This is an optimization exercise on Yosys and OpenROAD, whose aim is small area, a short achievable clock period and few clock cycles per item, not a production implementation.
The RTL was checked by simulation tests, not by an equivalence proof against the original design.
Power is estimated from default activity; no workload was simulated.

==> v26: inputs <==
==> flow/design.v (excerpt) <==
module hqc_encrypt (
    input  wire logic        clk,
    input  wire logic        rst,
    input  wire logic        wb_cyc,
    input  wire logic        wb_stb,
    input  wire logic        wb_we,
    input  wire logic [5:0]  wb_adr,
    input  wire logic [31:0] wb_dat_i,
    output logic [31:0]      wb_dat_o,
    output logic             wb_ack
);
==> flow/config.mk <==
export PLATFORM = sky130hd
export DESIGN_NAME = hqc_encrypt
export DESIGN_NICKNAME = hqc_encrypt
export VERILOG_FILES = /design/flow/design.v
export SDC_FILE = /design/flow/constraint.sdc
export NUM_CORES = 4
export LEC_CHECK = 0
export CAP_MARGIN = 30
export CORE_MARGIN = 2
export CORE_UTILIZATION = 40
export SETUP_SLACK_MARGIN = 4.2
export SLEW_MARGIN = 40
==> flow/constraint.sdc <==
create_clock -name core_clock -period 7.0 [get_ports {clk}]
set_input_delay 1.4000 -clock core_clock [delete_from_list [all_inputs] [get_ports {clk}]]
set_output_delay 1.4000 -clock core_clock [all_outputs]
set_load 0.01 [all_outputs]
standard.sh (not shown) runs the stock make flow with config.mk's settings and CLKGATE_MAP_FILE= SYNTH_SCRIPT=/design/flow/synth_recipe.tcl, a recipe that flattens the netlist after the stock synthesis.
==> flow/flow/run.sh <==
#!/bin/bash
# The standard layout (standard.sh: ORFS synthesis to finish), with one
# change: the port buffers that global placement inserts are buf_4 cells
# instead of the default delay buffer, which is slow on input and output paths.
set -uo pipefail
export BUFFER_PORTS_ARGS="-buffer_cell sky130_fd_sc_hd__buf_4"
bash standard.sh finish > flow_make.log 2>&1
==> inputs of v10, as changes to v26 <==
==> flow/design.v (replaced) <==
`default_nettype none
package hqc_pkg;
    localparam int N = 97;
    localparam int WEIGHT = 6;
    localparam int LOC_W = 7;
    localparam int IDX_W = 3;
    localparam int MSG_W = 8;
    localparam int REP = 12;
    localparam int WORD_W = 32;
    localparam int POLY_WORDS = 4;
    typedef logic [N-1:0] poly_t;
    typedef logic [LOC_W-1:0] loc_t;
    localparam logic [5:0] ADDR_CTRL = 6'd0;
    localparam logic [5:0] ADDR_H = 6'd1;
    localparam logic [5:0] ADDR_S = 6'd5;
    localparam logic [5:0] ADDR_R1 = 6'd9;
    localparam logic [5:0] ADDR_R2 = 6'd15;
    localparam logic [5:0] ADDR_E = 6'd21;
    localparam logic [5:0] ADDR_MSG = 6'd27;
    localparam logic [5:0] ADDR_U = 6'd28;
    localparam logic [5:0] ADDR_V = 6'd32;
    typedef enum logic {
        JOB_U,
        JOB_V
    } job_t;
    typedef enum logic [1:0] {
        SEQ_IDLE,
        SEQ_ISSUE_U,
        SEQ_ISSUE_V,
        SEQ_WAIT
    } seq_state_t;
endpackage
`default_nettype wire
`timescale 1ns/1ps
`default_nettype none
module hqc_encrypt (
    input  wire logic        clk,
    input  wire logic        rst,
    input  wire logic        wb_cyc,
    input  wire logic        wb_stb,
    input  wire logic        wb_we,
    input  wire logic [5:0]  wb_adr,
    input  wire logic [31:0] wb_dat_i,
    output logic [31:0]      wb_dat_o,
    output logic             wb_ack
);
    localparam int N = 97;
    logic [N-1:0] h_reg;
    logic [N-1:0] s_reg;
    logic [N-1:0] acc_p;
    logic [N-1:0] acc_q;
    logic [6:0]   r1_loc [6];
    logic [6:0]   r2_loc [6];
    logic [6:0]   e_loc [6];
    logic [7:0]   msg_reg;
    localparam int KA = 3;
    logic [3:0]   n;
    logic         started;
    logic         ph;
    logic [N-1:0] r_reg;
    logic [6-KA:0] amt_b;
    logic [6:0]   amt_a;
    logic [7:0]   loc_hi;
    logic [15:0]  loc_lo;
    logic access, wr, busy, go;
    logic [7:0]  dat_g;
    assign access = wb_cyc && wb_stb && !wb_ack;
    assign busy = (n != 4'd0);
    assign wr = access && wb_we && !busy;
    assign go = wr && (wb_adr == 6'd0) && wb_dat_i[0] && !rst;
    assign dat_g = wb_dat_i[7:0] & {8{!rst}};
    always_ff @(posedge clk) begin
        if (rst) wb_ack <= 1'b0;
        else wb_ack <= access;
    end
    logic [127:0] h_pad, s_pad, p_pad, q_pad;
    logic [3:0] h_ok, s_ok;
    logic [N-1:0] h_val, s_val;
    assign h_val = h_reg & {{1{h_ok[3]}}, {32{h_ok[2]}}, {32{h_ok[1]}}, {32{h_ok[0]}}};
    assign s_val = s_reg & {{1{s_ok[3]}}, {32{s_ok[2]}}, {32{s_ok[1]}}, {32{s_ok[0]}}};
    assign h_pad = {31'b0, h_val};
    assign s_pad = {31'b0, s_val};
    assign p_pad = {31'b0, acc_p};
    assign q_pad = {31'b0, acc_q};
    always_ff @(posedge clk) begin
        for (int k = 0; k < 3; k++) begin
            if (wr && wb_adr == 6'(1 + k)) h_reg[32*k +: 32] <= wb_dat_i;
            if (wr && wb_adr == 6'(5 + k)) s_reg[32*k +: 32] <= wb_dat_i;
        end
        if (wr && wb_adr == 6'd4) h_reg[96] <= wb_dat_i[0];
        if (wr && wb_adr == 6'd8) s_reg[96] <= wb_dat_i[0];
        for (int k = 0; k < 4; k++) begin
            if (rst) h_ok[k] <= 1'b0;
            else if (wr && wb_adr == 6'(1 + k)) h_ok[k] <= 1'b1;
            if (rst) s_ok[k] <= 1'b0;
            else if (wr && wb_adr == 6'(5 + k)) s_ok[k] <= 1'b1;
        end
        for (int j = 0; j < 6; j++) begin
            if (rst || (wr && wb_adr == 6'(9 + j)))  r1_loc[j] <= dat_g[6:0];
            if (rst || (wr && wb_adr == 6'(15 + j))) r2_loc[j] <= dat_g[6:0];
            if (rst || (wr && wb_adr == 6'(21 + j))) e_loc[j] <= dat_g[6:0];
        end
        if (rst || (wr && wb_adr == 6'd27)) msg_reg <= dat_g[7:0];
    end
    logic [31:0] rd_data;
    logic done_vis, busy_vis;
    assign done_vis = (n == 4'd0) ? started : (n >= 4'd10);
    assign busy_vis = busy && !(n >= 4'd10);
    logic [35:0] sel;
    always_comb begin
        for (int a = 0; a < 36; a++) sel[a] = (wb_adr == 6'(a));
    end
    always_comb begin
        rd_data = {30'b0, done_vis & sel[0], busy_vis & sel[0]};
        for (int k = 0; k < 4; k++) begin
            rd_data = rd_data | (h_pad[32*k +: 32] & {32{sel[1 + k]}});
            rd_data = rd_data | (s_pad[32*k +: 32] & {32{sel[5 + k]}});
            rd_data = rd_data | (p_pad[32*k +: 32] & {32{(sel[28 + k] && ph) || (sel[32 + k] && !ph)}});
            rd_data = rd_data | (q_pad[32*k +: 32] & {32{(sel[28 + k] && !ph) || (sel[32 + k] && ph)}});
        end
        for (int j = 0; j < 6; j++) begin
            rd_data[6:0] = rd_data[6:0] | (r1_loc[j] & {7{sel[9 + j]}});
            rd_data[6:0] = rd_data[6:0] | (r2_loc[j] & {7{sel[15 + j]}});
            rd_data[6:0] = rd_data[6:0] | (e_loc[j] & {7{sel[21 + j]}});
        end
        rd_data[7:0] = rd_data[7:0] | (msg_reg & {8{sel[27]}});
    end
    always_ff @(posedge clk) wb_dat_o <= rd_data;
    always_ff @(posedge clk) begin
        if (rst) begin
            n <= 4'd0;
            started <= 1'b0;
        end else if (go) begin
            n <= 4'd1;
            started <= 1'b1;
        end else if (busy) begin
            n <= (n == 4'd11) ? 4'd0 : n + 4'd1;
        end
    end
    logic [5:0] ja_oh, ja_busy, ja_nx;
    always_comb begin
        for (int j = 0; j < 6; j++) ja_busy[j] = ((n + 4'd2) >> 1) == 4'(j);
        ja_busy[0] = (n >= 4'd10);
        if (rst || !busy) ja_nx = 6'b000001;
        else ja_nx = ja_busy;
        if (go) ja_nx = 6'b000010;
    end
    always_ff @(posedge clk) ja_oh <= ja_nx;
    logic [6:0] amt_nx, amt_busy;
    always_comb begin
        amt_busy = '0;
        for (int j = 0; j < 6; j++) amt_busy = amt_busy | (r2_loc[j] & {7{ja_busy[j]}});
        if (rst) amt_nx = '0;
        else if (busy) amt_nx = amt_busy;
        else if (wr && wb_adr == 6'd15) amt_nx = dat_g[6:0];
        else amt_nx = r2_loc[0];
        if (go) amt_nx = r2_loc[1];
    end
    always_ff @(posedge clk) amt_a <= amt_nx;
    always_ff @(posedge clk) begin
        if (rst) ph <= 1'b0;
        else ph <= !ph;
    end
    logic [3:0] sel_h, sel_s;
    always_ff @(posedge clk) begin
        for (int k = 0; k < 4; k++) begin
            sel_h[k] <= !rst && !ph && (h_ok[k] || (wr && wb_adr == 6'(1 + k)));
            sel_s[k] <= !rst && ph && (s_ok[k] || (wr && wb_adr == 6'(5 + k)));
        end
    end
    logic [N-1:0] in_a;
    logic [N-1:0] rot_a;
    always_comb begin
        for (int i = 0; i < N; i++) in_a[i] = (h_reg[i] & sel_h[i / 32] & !rst) | (s_reg[i] & sel_s[i / 32] & !rst);
    end
    logic [N-1:0] sa [KA+1];
    assign sa[0] = in_a;
    genvar k, i;
    generate
        for (k = 0; k < KA; k++) begin : g_sa
            for (i = 0; i < N; i++) begin : g_bit
                assign sa[k+1][i] = amt_a[k] ? sa[k][(i + N - ((1 << k) % N)) % N] : sa[k][i];
            end
        end
    endgenerate
    assign rot_a = sa[KA];
    logic [6:0] loc_a;
    always_comb begin
        loc_a = '0;
        for (int j = 0; j < 6; j++) loc_a = loc_a | ((ph ? r1_loc[j] : e_loc[j]) & {7{ja_oh[j]}});
    end
    always_ff @(posedge clk) begin
        r_reg <= rot_a;
        amt_b <= amt_a[6:KA];
        for (int b = 0; b < 8; b++) loc_hi[b] <= (rst && b == 0) || (!rst && loc_a[6:4] == 3'(b));
        for (int b = 0; b < 16; b++) loc_lo[b] <= (rst && b == 0) || (!rst && loc_a[3:0] == 4'(b));
    end
    logic [N-1:0] flip;
    logic [N-1:0] rot_b;
    logic [N-1:0] term;
    always_comb begin
        for (int b = 0; b < N; b++) flip[b] = loc_hi[b / 16] && loc_lo[b % 16];
    end
    logic [N-1:0] sb [8-KA];
    assign sb[0] = r_reg;
    generate
        for (k = 0; k < 7 - KA; k++) begin : g_sb
            for (i = 0; i < N; i++) begin : g_bit
                assign sb[k+1][i] = amt_b[k] ? sb[k][(i + N - ((1 << (k + KA)) % N)) % N] : sb[k][i];
            end
        end
    endgenerate
    assign rot_b = sb[7-KA];
    assign term = rot_b ^ flip;
    logic clr, add;
    logic [N-1:0] codeword;
    assign clr = go || rst;
    assign add = (go || busy) && !rst;
    always_comb begin
        codeword = '0;
        for (int b = 0; b < 96; b++) codeword[b] = msg_reg[b / 12];
    end
    always_ff @(posedge clk) begin
        acc_p <= ((acc_q & {N{!clr}}) | (codeword & {N{go && ph}})) ^ (term & {N{add}});
        acc_q <= (acc_p & {N{!clr}}) | (codeword & {N{go && !ph}});
    end
endmodule
`default_nettype wire
==> flow/config.mk (replaced) <==
export PLATFORM = sky130hd
export DESIGN_NAME = hqc_encrypt
export DESIGN_NICKNAME = hqc_encrypt
export VERILOG_FILES = /design/flow/design.v
export SDC_FILE = /design/flow/constraint.sdc
export NUM_CORES = 4
export LEC_CHECK = 0
export CAP_MARGIN = 30
export CORE_MARGIN = 2
export CORE_UTILIZATION = 40
export CTS_CLUSTER_DIAMETER = 70
export CTS_CLUSTER_SIZE = 20
export SETUP_SLACK_MARGIN = 4.35
export SLEW_MARGIN = 40
==> inputs of v33, as changes to v26 <==
--- a/flow/design.v
+++ b/flow/design.v
@@ -58,24 +58,20 @@
     logic         started;
     logic         ph;
     logic [N-1:0] r_reg;
     logic [6-KA:0] amt_b;
     logic [6:0]   amt_a;
     logic [7:0]   loc_hi;
     logic [15:0]  loc_lo;
-    logic access, wr, busy, start, go;
+    logic access, wr, busy, go;
     logic [7:0]  dat_g;
     assign access = wb_cyc && wb_stb && !wb_ack;
-    assign busy = (n != 4'd0) || go;
+    assign busy = (n != 4'd0);
     assign wr = access && wb_we && !busy;
-    assign start = wr && (wb_adr == 6'd0) && wb_dat_i[0] && !rst;
-    always_ff @(posedge clk) begin
-        if (rst) go <= 1'b0;
-        else go <= start;
-    end
+    assign go = wr && (wb_adr == 6'd0) && wb_dat_i[0] && !rst;
     assign dat_g = wb_dat_i[7:0] & {8{!rst}};
     always_ff @(posedge clk) begin
         if (rst) wb_ack <= 1'b0;
         else wb_ack <= access;
     end
     logic [127:0] h_pad, s_pad, u_pad, v_pad;
     logic [3:0] h_ok, s_ok;
@@ -104,96 +100,83 @@
             if (rst || (wr && wb_adr == 6'(15 + j))) r2_loc[j] <= dat_g[6:0];
             if (rst || (wr && wb_adr == 6'(21 + j))) e_loc[j] <= dat_g[6:0];
         end
         if (rst || (wr && wb_adr == 6'd27)) msg_reg <= dat_g[7:0];
     end
     logic [31:0] rd_data;
     logic done_vis, busy_vis;
-    assign done_vis = !go && ((n == 4'd0) ? started : (n >= 4'd10));
+    assign done_vis = (n == 4'd0) ? started : (n >= 4'd10);
     assign busy_vis = busy && !(n >= 4'd10);
-    always_comb begin
-        rd_data = '0;
-        case (wb_adr)
-            6'd0:  rd_data = {30'b0, done_vis, busy_vis};
-            6'd1:  rd_data = h_pad[31:0];
-            6'd2:  rd_data = h_pad[63:32];
-            6'd3:  rd_data = h_pad[95:64];
-            6'd4:  rd_data = h_pad[127:96];
-            6'd5:  rd_data = s_pad[31:0];
-            6'd6:  rd_data = s_pad[63:32];
-            6'd7:  rd_data = s_pad[95:64];
-            6'd8:  rd_data = s_pad[127:96];
-            6'd9:  rd_data = {25'b0, r1_loc[0]};
-            6'd10: rd_data = {25'b0, r1_loc[1]};
-            6'd11: rd_data = {25'b0, r1_loc[2]};
-            6'd12: rd_data = {25'b0, r1_loc[3]};
-            6'd13: rd_data = {25'b0, r1_loc[4]};
-            6'd14: rd_data = {25'b0, r1_loc[5]};
-            6'd15: rd_data = {25'b0, r2_loc[0]};
-            6'd16: rd_data = {25'b0, r2_loc[1]};
-            6'd17: rd_data = {25'b0, r2_loc[2]};
-            6'd18: rd_data = {25'b0, r2_loc[3]};
-            6'd19: rd_data = {25'b0, r2_loc[4]};
-            6'd20: rd_data = {25'b0, r2_loc[5]};
-            6'd21: rd_data = {25'b0, e_loc[0]};
-            6'd22: rd_data = {25'b0, e_loc[1]};
-            6'd23: rd_data = {25'b0, e_loc[2]};
-            6'd24: rd_data = {25'b0, e_loc[3]};
-            6'd25: rd_data = {25'b0, e_loc[4]};
-            6'd26: rd_data = {25'b0, e_loc[5]};
-            6'd27: rd_data = {24'b0, msg_reg};
-            6'd28: rd_data = u_pad[31:0];
-            6'd29: rd_data = u_pad[63:32];
-            6'd30: rd_data = u_pad[95:64];
-            6'd31: rd_data = u_pad[127:96];
-            6'd32: rd_data = v_pad[31:0];
-            6'd33: rd_data = v_pad[63:32];
-            6'd34: rd_data = v_pad[95:64];
-            6'd35: rd_data = v_pad[127:96];
-            default: rd_data = '0;
-        endcase
+    logic [35:0] sel;
+    always_comb begin
+        for (int a = 0; a < 36; a++) sel[a] = (wb_adr == 6'(a));
+    end
+    always_comb begin
+        rd_data = {30'b0, done_vis & sel[0], busy_vis & sel[0]};
+        for (int k = 0; k < 4; k++) begin
+            rd_data = rd_data | (h_pad[32*k +: 32] & {32{sel[1 + k]}});
+            rd_data = rd_data | (s_pad[32*k +: 32] & {32{sel[5 + k]}});
+            rd_data = rd_data | (u_pad[32*k +: 32] & {32{sel[28 + k]}});
+            rd_data = rd_data | (v_pad[32*k +: 32] & {32{sel[32 + k]}});
+        end
+        for (int j = 0; j < 6; j++) begin
+            rd_data[6:0] = rd_data[6:0] | (r1_loc[j] & {7{sel[9 + j]}});
+            rd_data[6:0] = rd_data[6:0] | (r2_loc[j] & {7{sel[15 + j]}});
+            rd_data[6:0] = rd_data[6:0] | (e_loc[j] & {7{sel[21 + j]}});
+        end
+        rd_data[7:0] = rd_data[7:0] | (msg_reg & {8{sel[27]}});
     end
     always_ff @(posedge clk) wb_dat_o <= rd_data;
     always_ff @(posedge clk) begin
         if (rst) begin
             n <= 4'd0;
             started <= 1'b0;
-        end else begin
-            if (start) started <= 1'b1;
-            if (go) n <= 4'd1;
-            else if (n != 4'd0) n <= (n == 4'd11) ? 4'd0 : n + 4'd1;
+        end else if (go) begin
+            n <= 4'd1;
+            started <= 1'b1;
+        end else if (busy) begin
+            n <= (n == 4'd11) ? 4'd0 : n + 4'd1;
         end
     end
     logic [5:0] ja_oh, ja_busy, ja_nx;
     always_comb begin
         for (int j = 0; j < 6; j++) ja_busy[j] = ((n + 4'd2) >> 1) == 4'(j);
         ja_busy[0] = (n >= 4'd10);
-        if (rst || n == 4'd0) ja_nx = 6'b000001;
+        if (rst || !busy) ja_nx = 6'b000001;
         else ja_nx = ja_busy;
         if (go) ja_nx = 6'b000010;
     end
     always_ff @(posedge clk) ja_oh <= ja_nx;
     logic [6:0] amt_nx, amt_busy;
     always_comb begin
         amt_busy = '0;
         for (int j = 0; j < 6; j++) amt_busy = amt_busy | (r2_loc[j] & {7{ja_busy[j]}});
         if (rst) amt_nx = '0;
-        else if (n != 4'd0) amt_nx = amt_busy;
+        else if (busy) amt_nx = amt_busy;
         else if (wr && wb_adr == 6'd15) amt_nx = dat_g[6:0];
         else amt_nx = r2_loc[0];
         if (go) amt_nx = r2_loc[1];
     end
     always_ff @(posedge clk) amt_a <= amt_nx;
     always_ff @(posedge clk) begin
         if (rst) ph <= 1'b0;
         else ph <= !ph;
     end
+    logic [3:0] sel_h, sel_s;
+    always_ff @(posedge clk) begin
+        for (int k = 0; k < 4; k++) begin
+            sel_h[k] <= !rst && !ph && (h_ok[k] || (wr && wb_adr == 6'(1 + k)));
+            sel_s[k] <= !rst && ph && (s_ok[k] || (wr && wb_adr == 6'(5 + k)));
+        end
+    end
     logic [N-1:0] in_a;
     logic [N-1:0] rot_a;
-    assign in_a = (h_val & {N{ph && !rst}}) | (s_val & {N{!ph && !rst}});
+    always_comb begin
+        for (int i = 0; i < N; i++) in_a[i] = (h_reg[i] & sel_h[i / 32] & !rst) | (s_reg[i] & sel_s[i / 32] & !rst);
+    end
     logic [N-1:0] sa [KA+1];
     assign sa[0] = in_a;
     genvar k, i;
     generate
         for (k = 0; k < KA; k++) begin : g_sa
             for (i = 0; i < N; i++) begin : g_bit
                 assign sa[k+1][i] = amt_a[k] ? sa[k][(i + N - ((1 << k) % N)) % N] : sa[k][i];
@@ -227,15 +210,15 @@
             end
         end
     endgenerate
     assign rot_b = sb[7-KA];
     assign term = rot_b ^ flip;
     logic exec, add_u, add_v;
     logic [N-1:0] codeword;
-    assign exec = busy;
+    assign exec = go || busy;
     assign add_u = exec && !ph && !rst;
     assign add_v = exec && ph && !rst;
     always_comb begin
         codeword = '0;
         for (int b = 0; b < 96; b++) codeword[b] = msg_reg[b / 12];
     end
     always_ff @(posedge clk) begin
--- a/flow/config.mk
+++ b/flow/config.mk
@@ -4,9 +4,11 @@
 export VERILOG_FILES = /design/flow/design.v
 export SDC_FILE = /design/flow/constraint.sdc
 export NUM_CORES = 4
 export LEC_CHECK = 0
 export CAP_MARGIN = 30
 export CORE_MARGIN = 2
 export CORE_UTILIZATION = 40
+export CTS_CLUSTER_DIAMETER = 70
+export CTS_CLUSTER_SIZE = 20
 export SETUP_SLACK_MARGIN = 4.2
 export SLEW_MARGIN = 40
==> run notes <==
Die:
- The number of tap cells inserted is 1298.

Timing:
- The transition at the pin with the smallest max-transition slack is between 0.8 and 0.9 ns.

Place:
- At the end of routability-driven placement, the weighted congestion stood at ~1.0.

Power and ir drop:
- For the sequential group, total power comes out at approximately 4.6 mW.
- Per report_power, the Combinational row totals 1.11 mW.
- Of the total power, the clock network draws 0.449.

Critical path:
- The most critical setup path has its startpoint at wb_adr[1].
- Counting cells, the worst reg-to-reg path comes to 6.
- Following the worst setup path forward leads to its endpoint at wb_dat_o[0]$_DFF_P_.

Routing:
- The final route contains 37000 vias.
- The average wire length per cell after detail routing is 38.2 um.
- In the detailed route, the total length drawn on met2 is 80400 um.

Clock network:
- The clock-pin transition on the worst setup and hold timing paths is 0.06 ns.
- The clock latency at the later pin of the worst-skew pair is 0.68 ns.

Hold path:
- The startpoint identified for the worst hold timing path is amt_a[4]$_DFF_P_.

Cells and area:
- Compared with the post-synthesis result, the final layout area differs by 15.7%.
- After layout, the buffer instance count without clock buffers stands at 227.
- The register fraction of the total cell area is 0.376.

Run status:
- The run finished with no timing, DRC or antenna violations.
the above is filed under v26

==> run notes <==
Run status:
- The run finished with no timing, DRC or antenna violations.

Cells and area:
- Counting plain and timing-repair buffers in the layout gives 242.
- Compared with the post-synthesis result, the final layout area differs by 15.6%.
- The register fraction of the total cell area is 0.405.

Routing:
- The routed design uses 70800 um of met2 wire.

Power and ir drop:
- The total combinational power is about 1.4 mW.
- Of the total power, the clock network draws 0.336.

Timing:
- For the pin with the worst max-slew slack, the measured transition is 0.914 ns.

Die:
- The number of tap cells inserted is between 1000 and 1500.

Clock network:
- The clock latency at the later pin of the worst-skew pair is 0.65 ns.
the above is filed under v33

==> run notes <==
Run status:
- The run finished with no timing, DRC or antenna violations.

Routing:
- Summed over all nets, wire length on met2 after detailed routing comes to 64700 um.
- The via total after detailed routing is between 20000 and 30000.

Clock network:
- Clock-pin slew was measured on the worst setup and hold paths at 0.09 ns.
- The clock latency at the later pin of the worst-skew pair is 0.66 ns.

Critical path:
- The critical path starts at wb_adr[0].
- The worst register-to-register path has a depth of 7.

Hold path:
- The startpoint of the tightest hold check path is amt_a[5]$_DFF_P_.

Place:
- The placer congestion estimate is 1.01.

Timing:
- For the pin with the worst max-slew slack, the measured transition is 0.940 ns.

Cells and area:
- The register fraction of the total cell area is 0.410.

Power and ir drop:
- In this run, power in flip-flops and latches comes to between 4 and 5 mW.
- The share of total power dissipated in the clock network is 0.331.
the above is filed under v10

Testbench counts of v26, summed over its fixed seeds: cycles 6,912, jobs 96.
Testbench counts of v10, summed over its fixed seeds: cycles 6,720, jobs 96.
Testbench counts of v33, summed over its fixed seeds: cycles 6,720, jobs 96.

## port drivers added, routing unchanged
How much do the figures lean on ideal ports? The routed layouts below were timed once more, with nothing changed but the port constraints. Step 1 sets driving cells, clkbuf_16 on the clock port and buf_2 on the other inputs (assumed; they add their load-dependent delay and slew). Step 2 adds t to the input delays and takes it off the output delays; t is the mean of the earliest and latest rising clock arrival at the registers after step 1. Input paths then give back, and output paths get back, about the clock's delay inside the block. Slacks: no drivers / after step 1 / after step 2; pairs: no drivers / after step 1.
| run | t (ns) | setup WS [ns] | worst hold slack (ns) | clock arrival spread, ns | worst data-port slew with drivers (ns) |
|---|---|---|---|---|---|
| v26 | 0.734 | 4.086 / 4.094 / 3.398 | 0.326 / 0.326 / 0.326 | 0.038 / 0.039 | 0.07 |
| v10 | 0.716 | 4.211 / 4.059 / 3.343 | 0.352 / 0.352 / 0.352 | 0.032 / 0.031 | 0.37 |
| v33 | 0.691 | 4.068 / 3.991 / 3.300 | 0.331 / 0.331 / 0.331 | 0.059 / 0.059 | 0.22 |
After both steps every run listed still meets setup and hold. The setup slack of v10, which loses most, moves by -0.152 ns with the drivers and by -0.868 ns with both steps.
